From an optimization exercise on the open Yosys and OpenROAD flow, aimed at small area, a short achievable clock period and few clock cycles per item; shortcuts taken in it are not production practice. Function was checked by simulation only, so behaviour that the tests miss may differ from the original.

==> job 9407 <==
==> flow/design.v (excerpt) <==
module digital_resonator_bank #(
  parameter int unsigned DATA_W    = 16,
  parameter int unsigned COEF_W    = 18,
  parameter int unsigned COEF_FRAC = 16,
  parameter int unsigned NUM_CH    = 4,
  localparam int unsigned CH_W     = (NUM_CH > 1) ? $clog2(NUM_CH) : 1
) (
  input  logic                     clk,
  input  logic                     reset_n,
  input  logic                     enable,
  input  logic                     clr,
  input  logic [NUM_CH*DATA_W-1:0] d,
  input  logic                     coef_we,
  input  logic [CH_W-1:0]          coef_ch,
  input  logic [1:0]               coef_sel,
  input  logic [COEF_W-1:0]        coef_data,
  output logic [NUM_CH*DATA_W-1:0] q,
  output logic                     q_valid,
  output logic                     busy,
  output logic                     sat_flag,
  output logic                     overrun
);
make LEC_CHECK=0 ABC_AREA=1 CAP_MARGIN=20 CORE_MARGIN=2 CORE_UTILIZATION=65 SLEW_MARGIN=20 finish   # period 11.5 ns
run.sh (not shown) runs the stock make flow with config.mk's settings and CLKGATE_MAP_FILE= SYNTH_SCRIPT=/design/flow/synth_recipe.tcl, a recipe that flattens the netlist after the stock synthesis.
==> job 6747: changes against job 9407 <==
--- a/flow/config.mk
+++ b/flow/config.mk
@@ -10,3 +10,3 @@
 export CORE_MARGIN = 2
-export CORE_UTILIZATION = 65
+export CORE_UTILIZATION = 40
 export SLEW_MARGIN = 20
==> notes <==
- Job 6747 went through all stages and came out clean. Job 9407 ran to the end with no violations.
- Against job 6747, the clock-buffer cell count of job 9407 is lower by 2.
- Of job 6747 and job 9407, job 9407 has the higher global-route usage (gap 17 points).
- Non-clock buffer count: job 9407 is lower than job 6747 (103).
- Critical path depth: job 6747 is higher than job 9407 (1).
==> figures <==
                                                                           job 6747         job 9407
Run status                                         no timing/DRC/antenna violations  no timing/DRC/antenna violations
Register clock-pin slew on the reported worst setup and hold paths            60 ps            70 ps
Combined area of the multi-input logic cells                           0.0738 sq mm     0.0737 sq mm
Final core occ                                                                44.7%            71.3%
Final Cell Area                                                         0.105 sq mm      0.103 sq mm
Max-Slew Margin vs Limit                                                      24.0%            19.0%
Number of nets in the layout                                                 13,564           13,456
Tap cells                                                                     3,150            1,903
FF-to-FF Start                                                                 y1_z             y2_z
Routed Wire Length                                                  393,000 microns  364,000 microns
Final Non-Filler Cells                                                       14,868           13,527
Testbench counts of job 9407, summed over its fixed seeds: cycles 1,600, frames 1,600.
Testbench counts of job 6747, summed over its fixed seeds: cycles 1,600, frames 1,600.

==> 06-28 <==
Another version of the RTL of digital_resonator_bank (not shown whole).
export LEC_CHECK = 0
export ABC_AREA = 1
export CAP_MARGIN = 20
export CORE_MARGIN = 2
export CORE_UTILIZATION = 50
export SETUP_SLACK_MARGIN = 5.0
export SLEW_MARGIN = 20
export TNS_END_PERCENT = 10
create_clock -name core_clock -period 11.5 [get_ports {clk}]
standard.sh (not shown) runs the stock make flow with config.mk's settings and CLKGATE_MAP_FILE= SYNTH_SCRIPT=/design/flow/synth_recipe.tcl, a recipe that flattens the netlist after the stock synthesis.
==> flow/flow/run.sh <==
#!/bin/bash
# Layout flow: the standard synthesis, then a netlist pass that removes
# inverters around full adders (flow/fapol.py), then the standard layout.
set -euo pipefail
R=orfs/results/${FLOW_PLATFORM}/digital_resonator_bank/base
bash standard.sh synth > synth.log 2>&1
cp $R/1_2_yosys.v $R/1_2_yosys.std.v
python3 flow/fapol.py $R/1_2_yosys.std.v $R/1_2_yosys.fapol.v > fapol.log 2>&1
cp $R/1_2_yosys.fapol.v $R/1_2_yosys.v
rm -f $R/1_synth.odb $R/1_synth.sdc
bash standard.sh finish > finish.log 2>&1
Other scripts of this flow, unchanged in this note and not shown: flow/flow/fapol.py
==> 09-14: changes against 06-28 <==
--- a/flow/config.mk
+++ b/flow/config.mk
@@ -9,6 +9,6 @@
 export CAP_MARGIN = 20
 export CORE_MARGIN = 2
 export CORE_UTILIZATION = 50
-export SETUP_SLACK_MARGIN = 5.0
+export SETUP_SLACK_MARGIN = 4.0
 export SLEW_MARGIN = 20
-export TNS_END_PERCENT = 10
+export TNS_END_PERCENT = 5
==> 04-16: changes against 06-28 <==
--- a/flow/config.mk
+++ b/flow/config.mk
@@ -6,9 +6,9 @@
 export NUM_CORES = 4
 export LEC_CHECK = 0
 export ABC_AREA = 1
-export CAP_MARGIN = 20
+export CAP_MARGIN = 10
 export CORE_MARGIN = 2
 export CORE_UTILIZATION = 50
 export SETUP_SLACK_MARGIN = 5.0
-export SLEW_MARGIN = 20
+export SLEW_MARGIN = 10
 export TNS_END_PERCENT = 10
==> comparison <==
04-16 finished with timing, DRC and antenna clean. 09-14 went through all stages and came out clean. 06-28 ran to the end with no violations.
Of 09-14 and 04-16, 09-14 has the higher final cell count (gap about 1.5%, measured against 04-16).
Die area is the same in 06-28 and 04-16.
Clock skew: 06-28 is lower than 09-14 (0.012 ns).
Sequential cell count is the same in 04-16 and 06-28.
Utilization, highest first: 09-14, 06-28, 04-16.
In 04-16 the non-clock buffer count is lower than in 09-14, by 163.
Area after synthesis is the same in 06-28 and 04-16.
Against 04-16, the hold slack of 09-14 is worse by 0.0047 ns.
==> figures <==
item	09-14	04-16	06-28
Status	no timing/DRC/antenna violations	no timing/DRC/antenna violations	no timing/DRC/antenna violations
Utilization after layout	56.4%	55.3%	56.1%
Worst slack on hold paths	0.550 ns	0.555 ns	0.564 ns
Proportion of cell area occupied by registers	11.7%	11.9%	11.7%
Post-placement worst setup slack	2.05 ns	2.50 ns	2.57 ns
Routed length on met1	130 mm	131 mm	131 mm
Met2 capacity usage during global routing	55.9%	55.7%	56.4%
Post-route standard cell area excluding fillers	0.101 mm^2	0.0989 mm^2	0.100 mm^2
Final non-filler cell total	11616	11442	11561
Post-route fraction of the period consumed by the critical path	68.9%	67.7%	67.3%
Detailed route wirelength on metal2	152 mm	151 mm	153 mm
Non-CTS inverters	606	604	608
Violation count after the first detailed-routing iteration	9523	8967	8879
Setup slack of the critical path after layout	3.57 ns	3.72 ns	3.77 ns
First-pass GRT wire length	519 mm	515 mm	523 mm
Multi-input logic portion of the cell area	75.8%	77.0%	76.4%
R2r endpoint	q[51]$_DFFE_PN0P_	q[41]$_DFFE_PN0P_	q[25]$_DFFE_PN0P_
Final net count	11291	11123	11236
Hold_sp	g_neg[0][1]$_DFFE_PN0P_	a2_neg[2][7]$_DFFE_PN0P_	a2_one[0][5]$_DFFE_PN0P_
Testbench counts of 06-28, summed over its fixed seeds: cycles 1,600, frames 1,600.
Testbench counts of 09-14, summed over its fixed seeds: cycles 1,600, frames 1,600.
Testbench counts of 04-16, summed over its fixed seeds: cycles 1,600, frames 1,600.

==> inputs of exp/violet <==
Another version of the RTL of digital_resonator_bank (not shown whole).
## digital_resonator_bank
module digital_resonator_bank #(
  parameter int unsigned DATA_W    = 16,
  parameter int unsigned COEF_W    = 18,
  parameter int unsigned COEF_FRAC = 16,
  parameter int unsigned NUM_CH    = 4,
  localparam int unsigned CH_W     = (NUM_CH > 1) ? $clog2(NUM_CH) : 1
) (
  input  logic                     clk,
  input  logic                     reset_n,
  input  logic                     enable,
  input  logic                     clr,
  input  logic [NUM_CH*DATA_W-1:0] d,
  input  logic                     coef_we,
  input  logic [CH_W-1:0]          coef_ch,
  input  logic [1:0]               coef_sel,
  input  logic [COEF_W-1:0]        coef_data,
  output logic [NUM_CH*DATA_W-1:0] q,
  output logic                     q_valid,
  output logic                     busy,
  output logic                     sat_flag,
  output logic                     overrun
);
clock: 11.5 ns
lec_check: 0
abc_area: 1
cap_margin: 20
core_margin: 2
core_utilization: 50
setup_slack_margin: 5.0
slew_margin: 20
==> flow/flow/fapol.py <==
#!/usr/bin/env python3
"""Remove inverters around sky130 full adders and XOR gates.

A full adder is self-dual: FA(~a,~b,~c) = (~sum, ~cout), so each fa cell may
work on complemented signals. An xor2/xnor2 gate absorbs any inversion of an
input or its output by swapping xor2 <-> xnor2. This pass chooses polarities
so that as few inverters as possible remain, then rewrites the netlist.
Registers and ports are left as they are.

usage: fapol.py in.v out.v
"""
import re, sys
from collections import defaultdict

src = open(sys.argv[1]).read()
m = re.search(r'\bmodule\s+(\w+)', src)
mod_start = m.start()
body_start = src.index(';', m.end()) + 1
end_idx = src.rindex('endmodule')
body = src[body_start:end_idx]

stmts = [s.strip() for s in body.split(';') if s.strip()]
cell_re = re.compile(r'^(sky130_fd_sc_hd__\w+)\s+(\S+)\s*\((.*)\)$', re.S)
decls, cells, others = [], [], []
for s in stmts:
    cm = cell_re.match(s)
    if cm:
        pins = dict((p, n.strip()) for p, n in re.findall(r'\.(\w+)\(([^()]*)\)', cm.group(3)))
        cells.append([cm.group(1), cm.group(2), pins])
    elif re.match(r'^(wire|input|output|inout|reg)\b', s):
        decls.append(s)
    else:
        others.append(s)

OUTP = {'X', 'Y', 'Q', 'Q_N', 'SUM', 'COUT', 'HI', 'LO'}
def is_inv(t): return re.match(r'sky130_fd_sc_hd__(clk)?inv_\d+$', t) is not None
def is_fa(t): return re.match(r'sky130_fd_sc_hd__fa_\d+$', t) is not None
def is_xor(t): return re.match(r'sky130_fd_sc_hd__x(n)?or2_\d+$', t) is not None

frozen = set()
for d in decls:
    if d.startswith(('input', 'output', 'inout')):
        for n in re.findall(r'(\\?\S+)\s*$', d):
            frozen.add(n)
for o in others:
    for n in re.findall(r'[\\\w$.\[\]]+', o):
        frozen.add(n)

parent, parity = {}, {}
def find(n):
    if n not in parent:
        parent[n] = n; parity[n] = 0
        return n, 0
    p = 0; x = n; path = []
    while parent[x] != x:
        path.append(x); p ^= parity[x]; x = parent[x]
    acc = p
    for y in path:
        py = parity[y]; parent[y] = x; parity[y] = acc; acc ^= py
    return x, p
def union(a, b, par):
    ra, pa = find(a); rb, pb = find(b)
    if ra == rb: return
    parent[rb] = ra; parity[rb] = pa ^ pb ^ par

for t, n, p in cells:
    if is_inv(t): union(p['A'], p['Y'], 1)

drv = {}
cons = defaultdict(list)
for i, (t, n, p) in enumerate(cells):
    if is_inv(t): continue
    for pin, net in p.items():
        r, pol = find(net)
        if pin in OUTP: drv[r] = (i, pin, pol)
        else: cons[r].append((i, pin, pol))
frozen_roots = set(find(n)[0] for n in frozen if n in parent)
# a class is editable when it has a cell driver and no port or assign net
edit = set(r for r in drv if r not in frozen_roots)

kind = ['fa' if is_fa(t) else 'xor' if is_xor(t) else 'fix' for t, n, p in cells]
flip = [0] * len(cells)
# an FA may flip only if all its classes are editable
cand = [i for i, c in enumerate(cells) if kind[i] == 'fa'
        and all(find(n)[0] in edit for n in c[2].values())]

def needs(r):
    s = set()
    for (ci, cpin, cpol) in cons[r]:
        k = kind[ci]
        if k == 'xor': continue
        s.add(cpol ^ (flip[ci] if k == 'fa' else 0))
    return s
def dpol(r):
    i, pin, pol = drv[r]
    k = kind[i]
    if k == 'xor': return None
    return pol ^ (flip[i] if k == 'fa' else 0)
def cost(r):
    s = needs(r); d = dpol(r)
    if d is None: return 1 if len(s) == 2 else 0
    return 1 if (d ^ 1) in s else 0

fa_roots = {i: set(find(n)[0] for n in cells[i][2].values()) for i in cand}
before = sum(cost(r) for r in edit)
import random
random.seed(1)
def delta(i):
    c0 = sum(cost(r) for r in fa_roots[i])
    flip[i] ^= 1
    c1 = sum(cost(r) for r in fa_roots[i])
    flip[i] ^= 1
    return c1 - c0
# simulated annealing over adder polarities, then greedy descent
cur = before
best = cur; best_flip = list(flip)
n = len(cand)
steps = 100 * n
for s_ in range(steps):
    T = 1.5 * (1 - s_ / steps) + 0.01
    i = cand[random.randrange(n)]
    d = delta(i)
    if d <= 0 or random.random() < pow(2.718, -d / T):
        flip[i] ^= 1; cur += d
        if cur < best:
            best = cur; best_flip = list(flip)
flip[:] = best_flip
changed = True
while changed:
    changed = False
    for i in cand:
        if delta(i) < 0:
            flip[i] ^= 1; changed = True
after = sum(cost(r) for r in edit)
sys.stderr.write(f"fapol: editable classes needing an inverter: {before} -> {after}, "
                 f"flipped {sum(flip)} of {len(cand)} adders\n")

drop = set(i for i, (t, n, p) in enumerate(cells) if is_inv(t) and find(p['A'])[0] in edit)
xor_tog = defaultdict(int)
newcells, newwires = [], []
cnt = 0
for r in edit:
    i, pin, pol = drv[r]
    dnet = cells[i][2][pin]
    s = needs(r)
    d = dpol(r)
    if d is None:
        d = next(iter(s)) if len(s) == 1 else pol
        xor_tog[i] ^= d ^ pol          # output polarity change of the xor
    inet = None
    for (ci, cpin, cpol) in cons[r]:
        k = kind[ci]
        if k == 'xor':
            cells[ci][2][cpin] = dnet
            xor_tog[ci] ^= d ^ cpol
            continue
        need = cpol ^ (flip[ci] if k == 'fa' else 0)
        if need == d:
            cells[ci][2][cpin] = dnet
        else:
            if inet is None:
                cnt += 1
                inet = f"_fapol_n{cnt}_"
                newwires.append(inet)
                newcells.append(['sky130_fd_sc_hd__inv_1', f"_fapol_i{cnt}_", {'A': dnet, 'Y': inet}])
            cells[ci][2][cpin] = inet
for i, tg in xor_tog.items():
    if tg:
        t = cells[i][0]
        p = cells[i][2]
        if 'xnor2' in t:
            cells[i][0] = t.replace('xnor2', 'xor2'); p['X'] = p.pop('Y')
        else:
            cells[i][0] = t.replace('xor2', 'xnor2'); p['Y'] = p.pop('X')

res = [src[mod_start:body_start]]
for dcl in decls: res.append("  " + dcl + " ;")
for w in newwires: res.append(f"  wire {w};")
for idx, (t, n, p) in enumerate(cells):
    if idx in drop: continue
    res.append(f"  {t} {n} (" + ", ".join(f".{k}({v} )" for k, v in p.items()) + ");")
for t, n, p in newcells:
    res.append(f"  {t} {n} (" + ", ".join(f".{k}({v} )" for k, v in p.items()) + ");")
for o in others: res.append("  " + o + " ;")
res.append("endmodule")
open(sys.argv[2], 'w').write(src[:mod_start] + "\n".join(res) + "\n" + src[end_idx + len('endmodule'):])
sys.stderr.write(f"fapol: removed {len(drop)} inverters, added {len(newcells)}, "
                 f"swapped {sum(1 for v in xor_tog.values() if v)} xor gates\n")
Scripts as last shown in full above: flow/flow/run.sh
==> inputs of exp/cedar, as changes to exp/violet <==
--- a/flow/flow/fapol.py
+++ b/flow/flow/fapol.py
@@ -103,34 +103,17 @@
 
 fa_roots = {i: set(find(n)[0] for n in cells[i][2].values()) for i in cand}
 before = sum(cost(r) for r in edit)
-import random
-random.seed(1)
-def delta(i):
-    c0 = sum(cost(r) for r in fa_roots[i])
-    flip[i] ^= 1
-    c1 = sum(cost(r) for r in fa_roots[i])
-    flip[i] ^= 1
-    return c1 - c0
-# simulated annealing over adder polarities, then greedy descent
-cur = before
-best = cur; best_flip = list(flip)
-n = len(cand)
-steps = 100 * n
-for s_ in range(steps):
-    T = 1.5 * (1 - s_ / steps) + 0.01
-    i = cand[random.randrange(n)]
-    d = delta(i)
-    if d <= 0 or random.random() < pow(2.718, -d / T):
-        flip[i] ^= 1; cur += d
-        if cur < best:
-            best = cur; best_flip = list(flip)
-flip[:] = best_flip
-changed = True
-while changed:
-    changed = False
+changed = True; it = 0
+while changed and it < 100:
+    changed = False; it += 1
     for i in cand:
-        if delta(i) < 0:
-            flip[i] ^= 1; changed = True
+        c0 = sum(cost(r) for r in fa_roots[i])
+        flip[i] ^= 1
+        c1 = sum(cost(r) for r in fa_roots[i])
+        if c1 < c0: changed = True
+        elif c1 == c0 and it < 3:
+            pass   # keep flip on ties early to escape plateaus
+        else: flip[i] ^= 1
 after = sum(cost(r) for r in edit)
 sys.stderr.write(f"fapol: editable classes needing an inverter: {before} -> {after}, "
                  f"flipped {sum(flip)} of {len(cand)} adders\n")
--- a/flow/config.mk
+++ b/flow/config.mk
@@ -9,5 +9,5 @@
 export CAP_MARGIN = 20
 export CORE_MARGIN = 2
 export CORE_UTILIZATION = 50
-export SETUP_SLACK_MARGIN = 5.0
+export SETUP_SLACK_MARGIN = 3.0
 export SLEW_MARGIN = 20
==> run_results.csv <==
group,metric,value,unit
floorplanning,core-area,181000,um^2
critical_path,required,12130,ps
global_route,antenna_found_initial,19,
cells_and_area,layout_common_cells,"o22ai_1, fa_1, nand2_1",
detailed_routing,route.met2.wl,162000,um
critical_path,path_depth,35,
status,status,"complete, no violations",
detailed_routing,drt_iter0_drc,10100,
logic_synthesis,avgSynthCellArea,8.94,um^2
global_route,grt_max_degree,83,
cells_and_area,fin_cells,12700,
detailed_routing,vias_per_cell,6.47,
The numbers above come from exp/cedar.

==> run_results.csv <==
group,metric,value,unit
cells_and_area,dominant_cells,"multi-input combinational cells",
global_route,antenna_found_initial,16,
detailed_routing,vias_per_cell,6.45,
critical_path,required,12060,ps
cells_and_area,nonClkBufAreaFrac,0.0681,
min_path,worstHoldPathCells,2,
critical_path,path_depth,32,
global_route,grt_max_degree,119,
critical_path,cp.arrival,8970,ps
detailed_routing,route.met2.wl,163000,um
logic_synthesis,avgSynthCellArea,9.04,um^2
cells_and_area,fin_cells,12600,
cells_and_area,layout_common_cells,"o22ai_1, fa_1, nand2_1",
status,status,"complete, no violations",
floorplanning,core-area,180000,um^2
The numbers above come from exp/violet.

Testbench counts of exp/violet, summed over its fixed seeds: cycles 1,600, frames 1,600.
Testbench counts of exp/cedar, summed over its fixed seeds: cycles 1,600, frames 1,600.

[separate check: timing with driven ports]
The flow's constraints put no driver on any port. The routed layouts listed below were extracted and timed again, unchanged, in two steps. Step 1 sets driving cells, clkbuf_16 on the clock port and buf_2 on the other inputs (assumed; they add their load-dependent delay and slew). Step 2 moves the port delays by t, midway between the first and last clock arrival at a register: inputs arrive t later, outputs are due t later. That takes back most of the time a late clock gives input paths. Three values: no drivers, after step 1, after step 2; two values: the first two.
run	shift t [ns]	setup WS [ns]	clock arrival spread, ns
job 9407	0.772	0.293 / 0.293 / -0.227	0.055 / 0.055
job 6747	0.784	0.301 / 0.301 / -0.293	0.086 / 0.087
06-28	0.819	3.765 / 3.765 / 3.081	0.050 / 0.050
09-14	0.871	3.573 / 3.573 / 2.905	0.060 / 0.060
04-16	0.849	3.715 / 3.715 / 3.009	0.052 / 0.053
exp/violet	0.791	3.091 / 3.091 / 2.841	0.062 / 0.063
exp/cedar	0.793	2.957 / 2.957 / 2.731	0.044 / 0.044
Met with ideal ports but missed after step 2: setup timing in job 9407 and job 6747. For 04-16, which loses most, drivers alone change the setup slack by 0.000 ns; drivers and shift together by -0.706 ns.
